This is an optimization exercise on Yosys and OpenROAD, whose aim is small area, not a production implementation. Function was checked by simulation only, so behaviour that the tests miss may differ from the original. Power and IR drop assume default switching activity.

`flow/config.mk`:
```
export PLATFORM = sky130hd
export DESIGN_NAME = exec_unit
export DESIGN_NICKNAME = exec_unit
export VERILOG_FILES = /design/flow/design.v
export SDC_FILE = /design/flow/constraint.sdc
export NUM_CORES = 4
export LEC_CHECK = 0
export CAP_MARGIN = 0
export CORE_MARGIN = 2
export CORE_UTILIZATION = 60
export CTS_BUF_LIST = sky130_fd_sc_hd__clkbuf_4
export GPL_TIMING_DRIVEN = 0
export SETUP_SLACK_MARGIN = 0.15
export SLEW_MARGIN = 0
```
`flow/design.v`:
```
`default_nettype none
module exec_unit (
    input  wire         clk_i,
    input  wire         rst_n_i,
    input  wire [31:0]  op1_i,
    input  wire [31:0]  op2_i,
    input  wire [31:0]  offset_i,
    input  wire [31:0]  inst_i,
    input  wire [31:0]  inst_addr_i,
    input  wire         reg_wen_i,
    input  wire [4:0]   reg_waddr_i,
    input  wire         int_flag_i,
    input  wire [31:0]  int_addr_i,
    output logic        reg_wen_o,
    output logic [4:0]  reg_waddr_o,
    output logic [31:0] reg_wdata_o,
    output logic        jump_flag_o,
    output logic [31:0] jump_addr_o
);
    logic [6:0] opc;
    logic [2:0] f3;
    logic       alt;
    assign opc = inst_i[6:0];
    assign f3  = inst_i[14:12];
    assign alt = inst_i[30];
    logic is_op, is_opi, is_lui, is_auipc, is_jal, is_jalr, is_br;
    assign is_op    = (opc == 7'b0110011);
    assign is_opi   = (opc == 7'b0010011);
    assign is_lui   = (opc == 7'b0110111);
    assign is_auipc = (opc == 7'b0010111);
    assign is_jal   = (opc == 7'b1101111);
    assign is_jalr  = (opc == 7'b1100111);
    assign is_br    = (opc == 7'b1100011);
    logic d_link, d_jal, d_jalr, d_upper, d_lui, d_alu, d_br;
    assign d_link  = opc[6] & opc[2];         
    assign d_jal   = d_link & opc[3];
    assign d_jalr  = d_link & ~opc[3];
    assign d_upper = ~opc[6] & opc[2];        
    assign d_lui   = d_upper & opc[5];
    assign d_alu   = ~opc[6] & ~opc[2];       
    assign d_br    = opc[6] & ~opc[2];
    logic        sub;
    logic [31:0] a, b;
    assign sub = ~opc[2] & (opc[6] | (~f3[2] & (f3[1] | f3[0] | (opc[5] & alt))));
    always_comb begin
        a = op1_i & {32{~d_jalr}};
        a[2] = op1_i[2] | d_jalr;
        b = (op2_i & {32{~(d_jal | d_upper)}}) ^ {32{sub}};
        b[2] = ((op2_i[2] & ~(d_jal | d_upper)) ^ sub) | d_jal;
    end
    logic [31:0] pa, ga, sa;
    logic        ca;
    assign pa = a ^ b;
    assign ga = a & b;
    exec_prefix_add #(.SKL(1)) u_adda (.p_i(pa), .g_i(ga), .c_i(sub), .s_o(sa), .c_o(ca));
    logic eq, lt_u, lt_s;
    assign eq   = &pa;                        
    assign lt_u = ~ca;
    assign lt_s = (op1_i[31] ^ op2_i[31]) ? op1_i[31] : lt_u;
    logic [31:0] x, pb, gb, sb;
    logic        cb;
    assign x  = opc[2] ? op1_i : inst_addr_i;
    assign pb = x ^ offset_i;
    assign gb = x & offset_i;
    exec_prefix_add u_addb (.p_i(pb), .g_i(gb), .c_i(1'b0), .s_o(sb), .c_o(cb));
    logic        sl;
    logic [31:0] sx, sr;
    logic        fill;
    assign sl   = ~f3[2];
    assign fill = f3[2] & alt & op1_i[31];
    always_comb begin
        for (int i = 0; i < 32; i++) sx[i] = sl ? op1_i[31-i] : op1_i[i];
    end
    assign sr = 32'($signed({fill, sx}) >>> op2_i[4:0]);
    logic [31:0] wdata;
    logic        sel_a, sel_b, sel_r, sel_l, sel_p, sel_g, sel_t;
    logic [31:0] srrev;
    assign sel_a = d_link | d_lui | (d_alu & (f3 == 3'b000));
    assign sel_b = d_upper & ~opc[5];
    assign sel_r = d_alu & (f3 == 3'b101);
    assign sel_l = d_alu & (f3 == 3'b001);
    assign sel_p = d_alu & f3[2] & ~f3[0];
    assign sel_g = d_alu & f3[2] & f3[1];
    assign sel_t = d_alu & ~f3[2] & f3[1];
    always_comb begin
        for (int i = 0; i < 32; i++) srrev[i] = sr[31-i];
    end
    always_comb begin
        wdata = (sr & {32{sel_r}}) | (srrev & {32{sel_l}}) | (pa & {32{sel_p}}) | (ga & {32{sel_g}});
        wdata[0] = wdata[0] | (sel_t & (f3[0] ? lt_u : lt_s));
        wdata = sel_b ? sb : sel_a ? sa : wdata;
    end
    logic cond, taken, jf, wen;
    logic [31:0] jaddr;
    assign cond  = f3[2] ? (f3[1] ? lt_u : lt_s) : eq;
    assign taken = (cond ^ f3[0]) & (f3[2] | ~f3[1]);
    assign jf    = int_flag_i | is_jal | is_jalr | (is_br & taken);
    assign wen   = reg_wen_i & ~int_flag_i &
                   (is_op | is_opi | is_lui | is_auipc | is_jal | is_jalr);
    assign jaddr = int_flag_i ? int_addr_i : {sb[31:1], sb[0] & ~d_jalr};
    logic        wen1, wen2, jf1, jf2;
    logic [4:0]  waddr1, waddr2;
    logic [31:0] wdata1, wdata2, jaddr1, jaddr2;
    always_ff @(posedge clk_i) begin
        wen1        <= wen & rst_n_i;
        jf1         <= jf & rst_n_i;
        waddr1      <= reg_waddr_i;
        wdata1      <= wdata;
        jaddr1      <= jaddr;
        wen2        <= wen1 & rst_n_i;
        jf2         <= jf1 & rst_n_i;
        waddr2      <= waddr1;
        wdata2      <= wdata1;
        jaddr2      <= jaddr1;
        reg_wen_o   <= wen2 & rst_n_i;
        jump_flag_o <= jf2 & rst_n_i;
        reg_waddr_o <= waddr2;
        reg_wdata_o <= wdata2;
        jump_addr_o <= jaddr2;
    end
endmodule
module exec_prefix_add #(parameter bit SKL = 0) (
    input  wire  [31:0] p_i,
    input  wire  [31:0] g_i,
    input  wire         c_i,
    output logic [31:0] s_o,
    output logic        c_o
);
    logic [31:0] gg, pp;
    always_comb begin
        gg = g_i;
        pp = p_i;
        gg[0] = g_i[0] | (p_i[0] & c_i);
      if (SKL) begin
        for (int l = 0; l < 5; l++)
            for (int j = 0; j < 32; j++)
                if (j[l]) begin
                    gg[j] = gg[j] | (pp[j] & gg[((j >> l) << l) - 1]);
                    pp[j] = pp[j] & pp[((j >> l) << l) - 1];
                end
      end else begin
        for (int l = 0; l < 5; l++) begin
            for (int j = (2 << l) - 1; j < 32; j += (2 << l)) begin
                gg[j] = gg[j] | (pp[j] & gg[j - (1 << l)]);
                pp[j] = pp[j] & pp[j - (1 << l)];
            end
        end
        for (int l = 3; l >= 0; l--) begin
            for (int j = 3 * (1 << l) - 1; j < 32; j += (2 << l)) begin
                gg[j] = gg[j] | (pp[j] & gg[j - (1 << l)]);
                pp[j] = pp[j] & pp[j - (1 << l)];
            end
        end
      end
    end
    assign s_o = p_i ^ {gg[30:0], c_i};
    assign c_o = gg[31];
endmodule
`default_nettype wire
```
`flow/flow/run.sh`:
```
#!/bin/bash
set -euo pipefail
export BUFFER_PORTS_ARGS="-buffer_cell sky130_fd_sc_hd__buf_1"
export REMOVE_ABC_BUFFERS=1
export CTS_ARGS="-sink_clustering_enable -repair_clock_nets -buf_list {sky130_fd_sc_hd__clkbuf_4 sky130_fd_sc_hd__clkbuf_8} -sink_clustering_size 14 -sink_clustering_max_diameter 40 -dont_use_dummy_load"
bash standard.sh > flow_standard.log 2>&1
```
`flow/constraint.sdc`:
```
create_clock -name core_clock -period 5.0 [get_ports {clk_i}]
set_input_delay 1.0000 -clock core_clock [delete_from_list [all_inputs] [get_ports {clk_i}]]
set_output_delay 1.0000 -clock core_clock [all_outputs]
set_load 0.01 [all_outputs]
```
`flow/standard.sh`:
```
#!/bin/bash
# synth_recipe.tcl (not shown) runs the flow's synth.tcl, then flattens the netlist and writes it again
# the make line also repeats each setting of config.mk as NAME=value (left out here)
make -C /OpenROAD-flow-scripts/flow DESIGN_CONFIG=/design/flow/config.mk WORK_HOME=/design/flow/orfs CLKGATE_MAP_FILE= SYNTH_SCRIPT=/design/flow/synth_recipe.tcl "${@:-finish}"
```
==> results.sh, run 1 <==
export IMPL_status="complete, no violations"
export IMPL_synthArstFlopShare_pct=0
export IMPL_gr_total_overflow=0
export IMPL_synth_area_um2=11700
export IMPL_power_internal_mw=2.94
export IMPL_first_global_vias=9655
export IMPL_num_io_pins=272
export IMPL_rsz0062_at_grt="no"
export IMPL_final_nets=1666
export IMPL_synth_edf_count=0
export IMPL_drive_gt1_share_pct=14.6
export IMPL_arrival_ns=5.12
export IMPL_ys_types=71
export IMPL_portBuffers=250
export IMPL_pwr_share_clk_pct=21.7
export IMPL_die_area_um2=20600
export IMPL_max_cap_violations=0
export IMPL_cts_tree="built"
export IMPL_grt_max_degree=53
export IMPL_hold_start="wdata2[7]"
export IMPL_ant_nets=0
export IMPL_utilization_pct=69.1
export IMPL_hold_depth=0
export IMPL_grt_pass1_wl_um=53000
export IMPL_whs_endpoint="reg_wdata_o[7]"
export IMPL_drc=0
export IMPL_die_y_um=144
export IMPL_seq_power_share_pct=47.7
export IMPL_whs_ns=0.290
export IMPL_clk_pin_slew_ns=0.08
export IMPL_worstReg2RegStart="jf1"
export IMPL_rows=51
export IMPL_cts_buffers_inserted=23
export IMPL_vias=10300
export IMPL_wirelength_um=35900
export IMPL_power_switching_mw=1.37
export IMPL_clock_skew_ns=0.0385
export IMPL_fillers=1546
export IMPL_worstRegToRegCells=1
export IMPL_final_common_cell="buf_1"
export IMPL_ys_flop_type="dfxtp_1"
export IMPL_finalHoldViolations=0
export IMPL_clockBufferDepth=3
export IMPL_hold_path_class="reg -> reg"
export IMPL_finalSetupTns_ns=0
export IMPL_globalplace_congestion=0.952
export IMPL_synth_cells=1162
export IMPL_cp_required_ns=5.40
export IMPL_top_layer_used="met4"
export IMPL_grt_usage_pct=33.9
export IMPL_power_share_combinational_pct=30.6
export IMPL_startpoint_type="primary input"
export IMPL_drt_initial_drc_count=858
export IMPL_critPathKind="in -> reg"
export IMPL_dr_wl_met3_um=3640
export IMPL_area_delta_synth_final_pct=14.0
export IMPL_tightest_slew_ns=1.40
export IMPL_die_w_um=144
export IMPL_syn_avg_cell_area_um2=10.1
export IMPL_place_hpwl_um=26300
export IMPL_clock_sinks=213
export IMPL_cts_hold_fix_buffers=0
export IMPL_reg2reg_to="jf2"
export IMPL_swShare_pct=31.8
export IMPL_ys_warn_count=3
export IMPL_drtPass1Iterations=5
export IMPL_ys_ff_latch=213
export IMPL_p_leak_nw=5.26
export IMPL_timing_fmax_mhz=212
export IMPL_slew_headroom_pct=6.48
export IMPL_crit_fanout=13
export IMPL_ir_drop_v=0.000353
export IMPL_start_util_pct=60.6
export IMPL_clock_latency_ns=0.54
export IMPL_cts_root_buf="clkbuf_8"
export IMPL_rrSetupSlack_ns=4.43
export IMPL_setup_viol=0
export IMPL_m1WireLength_um=14100
export IMPL_coreArea_um2=19300
export IMPL_wire_per_inst_um=21.8
export IMPL_vias_per_cell=6.27
export IMPL_final_cell_mix="buf_1, dfxtp_1, nand2_1, o21ai_0, mux2_2"
export IMPL_cp_startpoint="inst_i[13]"
export IMPL_cts_max_level=1
export IMPL_cp_end_kind="flop"
export IMPL_insertedDiodeCount=0
export IMPL_min_period_ns=4.71
export IMPL_slew_violations=0
export IMPL_yosysSeqAreaShare_pct=36.4
export IMPL_power_density_nw_per_um2=323
export IMPL_grt_antenna_before_repair=0
export IMPL_finalCritPeriodShare_pct=94.3
export IMPL_route_met2_wl_um=16100
-- Yosys cell counts (5+ instances only) --
cell type,n,area share [%]
buf_1,9,0.29
nand2b_1,12,0.64
a221o_1,9,0.77
a211oi_1,16,1.0
a21o_1,20,1.3
mux2_2,82,7.9
nand3_1,14,0.60
o21ai_0,88,3.8
mux2i_1,29,2.5
a22oi_1,8,0.51
buf_2,11,0.47
o21a_1,5,0.32
o22ai_1,11,0.59
o221ai_1,6,0.45
o211ai_1,13,0.83
dfxtp_1,213,36
and2_1,39,2.1
a21oi_1,69,2.9
nand2_1,87,2.8
mux4_2,37,7.1
ha_1,61,6.5
nor2_1,72,2.3
a221oi_1,26,1.9
clkbuf_1,48,1.5
fa_1,21,3.6
a31oi_1,5,0.27
xnor2_1,17,1.3
nand4_1,8,0.43
xor2_1,25,1.9
inv_1,22,0.71
nor3_1,9,0.38
-- through the flow --
step | power (mW) | instances | worst slack [ns] | cell area, µm²
after floorplan | 2.87 | 1088 | -0.404 | 11400
after global placement | 3.31 | 1603 | -5.03 | 12600
after detailed placement | 3.35 | 1611 | -2.01 | 12800
after CTS | 4.29 | 1638 | 0.217 | 13200
after global routing | 4.53 | 1646 | 0.194 | 13400
final | 4.31 | 1646 | 0.287 | 13400
-- worst max path at each step --
stage | end | slack, ns | cells past startpoint
global placement | wdata1[27] | -5.03 | 14
global route | wdata1[31] | 0.19 | 17
floorplan | jf1 | -0.40 | 14
finish | wdata1[27] | 0.29 | 16
detailed placement | wdata1[27] | -2.01 | 14
CTS | wdata1[22] | 0.22 | 14
-- worst max-delay path, cell delays in order --
cell and delay, ns:
buf_1 0.29, a211oi_1 0.13, o21bai_4 0.36, o21ai_4 0.09
buf_12 0.17, nand2_1 0.06, o21ai_0 0.16, fa_1 0.51
a211oi_1 0.40, o211ai_1 0.34, a211oi_4 0.47, o21ai_2 0.24
a41oi_1 0.33, xnor2_1 0.10, a221oi_1 0.36, nor2_1 0.09
-- layout make-up --
class / instances / area, µm² / area share (%)
flip-flops and latches: 213 / 4260 / 31.9
clock buffers: 23 / 317 / 2.37
repair buffers: 267 / 1200 / 8.98
inverters: 23 / 86.3 / 0.647
multi-input cells: 855 / 7150 / 53.6
well taps: 265 / 332 / 2.48
-- state kept, by name, indices dropped and copies added (netlist names) --
signal	flops
jaddr1	32
jaddr2	32
jump_addr_o	32
reg_wdata_o	32
wdata1	32
wdata2	32
reg_waddr_o	5
waddr1	5
waddr2	5
jf1	1
jf2	1
jump_flag_o	1
reg_wen_o	1
wen1	1
wen2	1
-- kinds of logic (layout without fill, tap and decap cells) --
logic type,Yosys count,after routing,share of synthesized area [%]
and+or+nand+nor,261,263,10.4
AOI/OAI and AO/OA,315,316,17.9
buffers and inverters,97,313,3.59
DFF,213,213,36.4
muxes,152,152,18.4
xor gates and xnor gates,42,42,3.14
adders and majority gates,82,82,10.1
-- power groups by stage --
stage          registers [mW]  clock network (mW)  logic, mW
6_report                 2.06               0.933       1.32
5_1_grt                  2.08                1.02       1.43
4_1_cts                  2.06               0.955       1.28
3_5_place_dp             2.10                   0       1.25
3_3_place_gp             2.08                   0       1.23
2_1_floorplan            2.13                   0      0.738
-- per-layer routing --
metal | global-route usage, % | vias up
met3 | 7.03 | 137
met1 | 44.0 | 4793
li1 | - | 4742
met5 | 0 | -
met2 | 52.7 | 647
met4 | 19.3 | 0
-- what timing repair did --
action	CTS	global route
pin swaps	3	3
gates cloned	2	1
resized for setup	13	7
endpoints found under the setup margin	30	8
buffers inserted	2	7
==> run 2, diff against run 1 <==
==> flow/flow/run.sh (replaced) <==
#!/bin/bash
set -euo pipefail
export BUFFER_PORTS_ARGS="-buffer_cell sky130_fd_sc_hd__buf_1"
export REMOVE_ABC_BUFFERS=1
export CTS_ARGS="-sink_clustering_enable -repair_clock_nets -buf_list sky130_fd_sc_hd__clkbuf_4 -sink_clustering_size 10 -sink_clustering_max_diameter 45 -dont_use_dummy_load"
bash standard.sh > flow_standard.log 2>&1
==> run 2 against run 1 <==
Compared with the run above:
- sequential share of layout area grew 0.50 points
- power shrank 4.6%
- still clean
- register-to-register slack is essentially flat
- combinational power is essentially flat
- clock skew grew 0.015 ns
- fmax shrank 2.7%
- die area is the same
==> results.sh, run 2 <==
export IMPL_status="complete, no violations"
export IMPL_grt_usage_pct=33.8
export IMPL_worstReg2RegStart="jf2"
export IMPL_ys_ff_latch=213
export IMPL_min_period_ns=4.84
export IMPL_vias=10300
export IMPL_ys_warn_count=3
export IMPL_instances_no_fill=1646
export IMPL_arrival_ns=5.37
export IMPL_syn_avg_cell_area_um2=10.1
export IMPL_tightest_slew_ns=1.40
export IMPL_path_cells="buf_1 > a211oi_1 > o21bai_4 > o21ai_4 > buf_4 > nand2_1 > o21ai_0 > ha_1 > a21oi_1 > o21ai_0 > a211oi_1 > o21ai_2 > a41oi_1 > xnor2_1 > a221oi_1 > nor2_1"
export IMPL_worstSetupPathDepth=16
export IMPL_synth_top_area_share_pct=36.4
export IMPL_ir_drop_v=0.000314
export IMPL_synthTopCellsByCount="dfxtp_1, o21ai_0, nand2_1"
export IMPL_ys_flop_type="dfxtp_1"
export IMPL_die_y_um=144
export IMPL_ant_nets=0
export IMPL_crit_end="wdata1[27]"
export IMPL_clk_pin_slew_ns=0.10
export IMPL_final_common_cell="buf_1"
export IMPL_portBuffers=250
export IMPL_rows=51
export IMPL_rrSetupSlack_ns=4.44
export IMPL_vias_per_cell=6.26
export IMPL_slowest_stage="a211oi_1"
export IMPL_slew_headroom_pct=6.93
export IMPL_p_leak_nw=5.17
export IMPL_wire_per_inst_um=21.6
export IMPL_crit_path_max_incr_delay_ns=0.73
export IMPL_ys_types=71
export IMPL_cp_end_kind="flop"
export IMPL_cts_tree="built"
export IMPL_num_io_pins=272
export IMPL_reg2reg_to="jump_flag_o"
export IMPL_cts_buffers_inserted=27
export IMPL_synth_area_um2=11700
export IMPL_critPathKind="in -> reg"
export IMPL_final_nets=1664
export IMPL_crit_fanout=13
export IMPL_synth_edf_count=0
export IMPL_cp_required_ns=5.53
export IMPL_synth_area_leaders="dfxtp_1, mux2_2, mux4_2"
export IMPL_gr_total_overflow=0
export IMPL_max_cap_violations=0
export IMPL_place_hpwl_um=26300
export IMPL_drc=0
export IMPL_cts_max_level=1
export IMPL_clockBufferDepth=3
export IMPL_slew_violations=0
export IMPL_cts_root_buf="clkbuf_4"
export IMPL_grt_max_degree=53
export IMPL_worst_path_buf_inv=2
export IMPL_timing_fmax_mhz=206
export IMPL_yosysMostFrequentCell="dfxtp_1"
export IMPL_globalplace_congestion=0.952
export IMPL_grt_antenna_before_repair=1
export IMPL_utilization_pct=68.0
export IMPL_pre_cts_ws_ns=-2.01
export IMPL_synthArstFlopShare_pct=0
export IMPL_grt_pass1_wl_um=53000
export IMPL_cts_hold_fix_buffers=0
export IMPL_drive_gt1_share_pct=14.4
export IMPL_yosysSeqAreaShare_pct=36.4
export IMPL_fin_ws_ns=0.156
export IMPL_start_util_pct=60.6
export IMPL_dp_cells=1611
export IMPL_coreArea_um2=19300
export IMPL_first_global_vias=9647
export IMPL_synth_cells=1162
export IMPL_power_density_nw_per_um2=313
export IMPL_cp_startpoint="inst_i[12]"
export IMPL_clock_latency_ns=0.67
export IMPL_clock_sinks=213
export IMPL_worstRegToRegCells=1
export IMPL_die_area_um2=20600
export IMPL_clock_skew_ns=0.0531
export IMPL_drtPass1Iterations=7
export IMPL_finalCritPeriodShare_pct=96.9
export IMPL_hold_path_class="reg -> reg"
export IMPL_crit_family="compound AO/OA/AOI/OAI gates"
export IMPL_area_delta_synth_final_pct=12.3
export IMPL_setup_viol=0
export IMPL_final_cell_mix="buf_1, dfxtp_1, nand2_1, o21ai_0, mux2_2"
export IMPL_wirelength_um=35500
export IMPL_rsz0062_at_grt="yes"
export IMPL_drt_initial_drc_count=889
export IMPL_die_w_um=144
export IMPL_startpoint_type="primary input"
export IMPL_synth_top_area_cell="dfxtp_1"
export IMPL_finalHoldViolations=0
## run 2: timing repair
item                       CTS  global route
pin swaps                    2             2
resized for setup            9             7
setup buffers                1             3
setup endpoints to repair   28             9
cloned                       2             0
## run 2: area by class of cell
cell class / instances / area, µm²
antenna: 2 / 5.00
clock buffer: 27 / 203
fill: 1564 / 6190
inverter: 23 / 86.3
multi-input combinational: 854 / 7130
sequential: 213 / 4260
tap: 265 / 332
timing repair buffer: 262 / 1130
## run 2: worst min-delay path by stage
| stage | to | start | slack, ns | cells after the start |
|---|---|---|---|---|
| after floorplan | jaddr2[0] | jaddr1[0] | 0.31 | 0 |
| after CTS | wdata2[24] | wdata1[24] | 0.27 | 0 |
| after detailed placement | jaddr2[13] | jaddr1[13] | 0.31 | 0 |
| final | reg_wdata_o[9] | wdata2[9] | 0.28 | 0 |
| after global placement | jump_addr_o[19] | jaddr2[19] | 0.31 | 0 |
| after global routing | reg_wdata_o[9] | wdata2[9] | 0.28 | 0 |
## run 2: report_power, final
group	total, mW	internal [mW]	switching [mW]
logic	1.31	0.533	0.772
clock network	0.751	0.247	0.504
registers	2.05	1.99	0.0644
## run 2: per-stage QoR
stage	setup TNS, ns	area (µm²)	power (mW)	hold WS (ns)
global placement	-172.77	12600	3.31	0.310
finish	0	13100	4.11	0.279
detailed placement	-37.18	12800	3.35	0.312
global route	0	13100	4.34	0.279
CTS	0	13100	4.11	0.275
floorplan	-2.00	11400	2.87	0.310
## run 2: metal layers
layer / part of all wire (%) / global-route usage (%)
met5: 0 / 0
met4: 5.7 / 17.8
met3: 9.6 / 7.66
met2: 45 / 52.8
met1: 40 / 44.0
## run 2: logic make-up after synthesis
group | synth area share, %
compound gates | 17.9
simple gates | 10.4
flops | 36.4
mux | 18.4
buf+inv | 3.59
fa+ha+maj | 10.1
xor+xnor | 3.14

-- afterwards: timing with drivers on the ports --
The flow's constraints put no driver on any port. The routed layouts listed below were extracted and timed again, unchanged, in two steps. Step 1 assumes that a clkbuf_16 drives the clock port and a buf_2 every other input. Step 2 moves the port delays by t, midway between the first and last clock arrival at a register: inputs arrive t later, outputs are due t later. That takes back most of the time a late clock gives input paths. Slacks: no drivers / after step 1 / after step 2; pairs: no drivers / after step 1.
| run | t (ns) | setup WS [ns] | latest minus earliest clock arrival (ns) |
|---|---|---|---|
| run 1 | 0.558 | 0.287 / 0.301 / -0.257 | 0.078 / 0.078 |
| run 2 | 0.686 | 0.156 / 0.179 / -0.507 | 0.054 / 0.054 |
Met with ideal ports but missed after step 2: setup timing in run 1 and run 2. For run 2, which loses most, drivers alone change the setup slack by +0.023 ns; drivers and shift together by -0.663 ns.
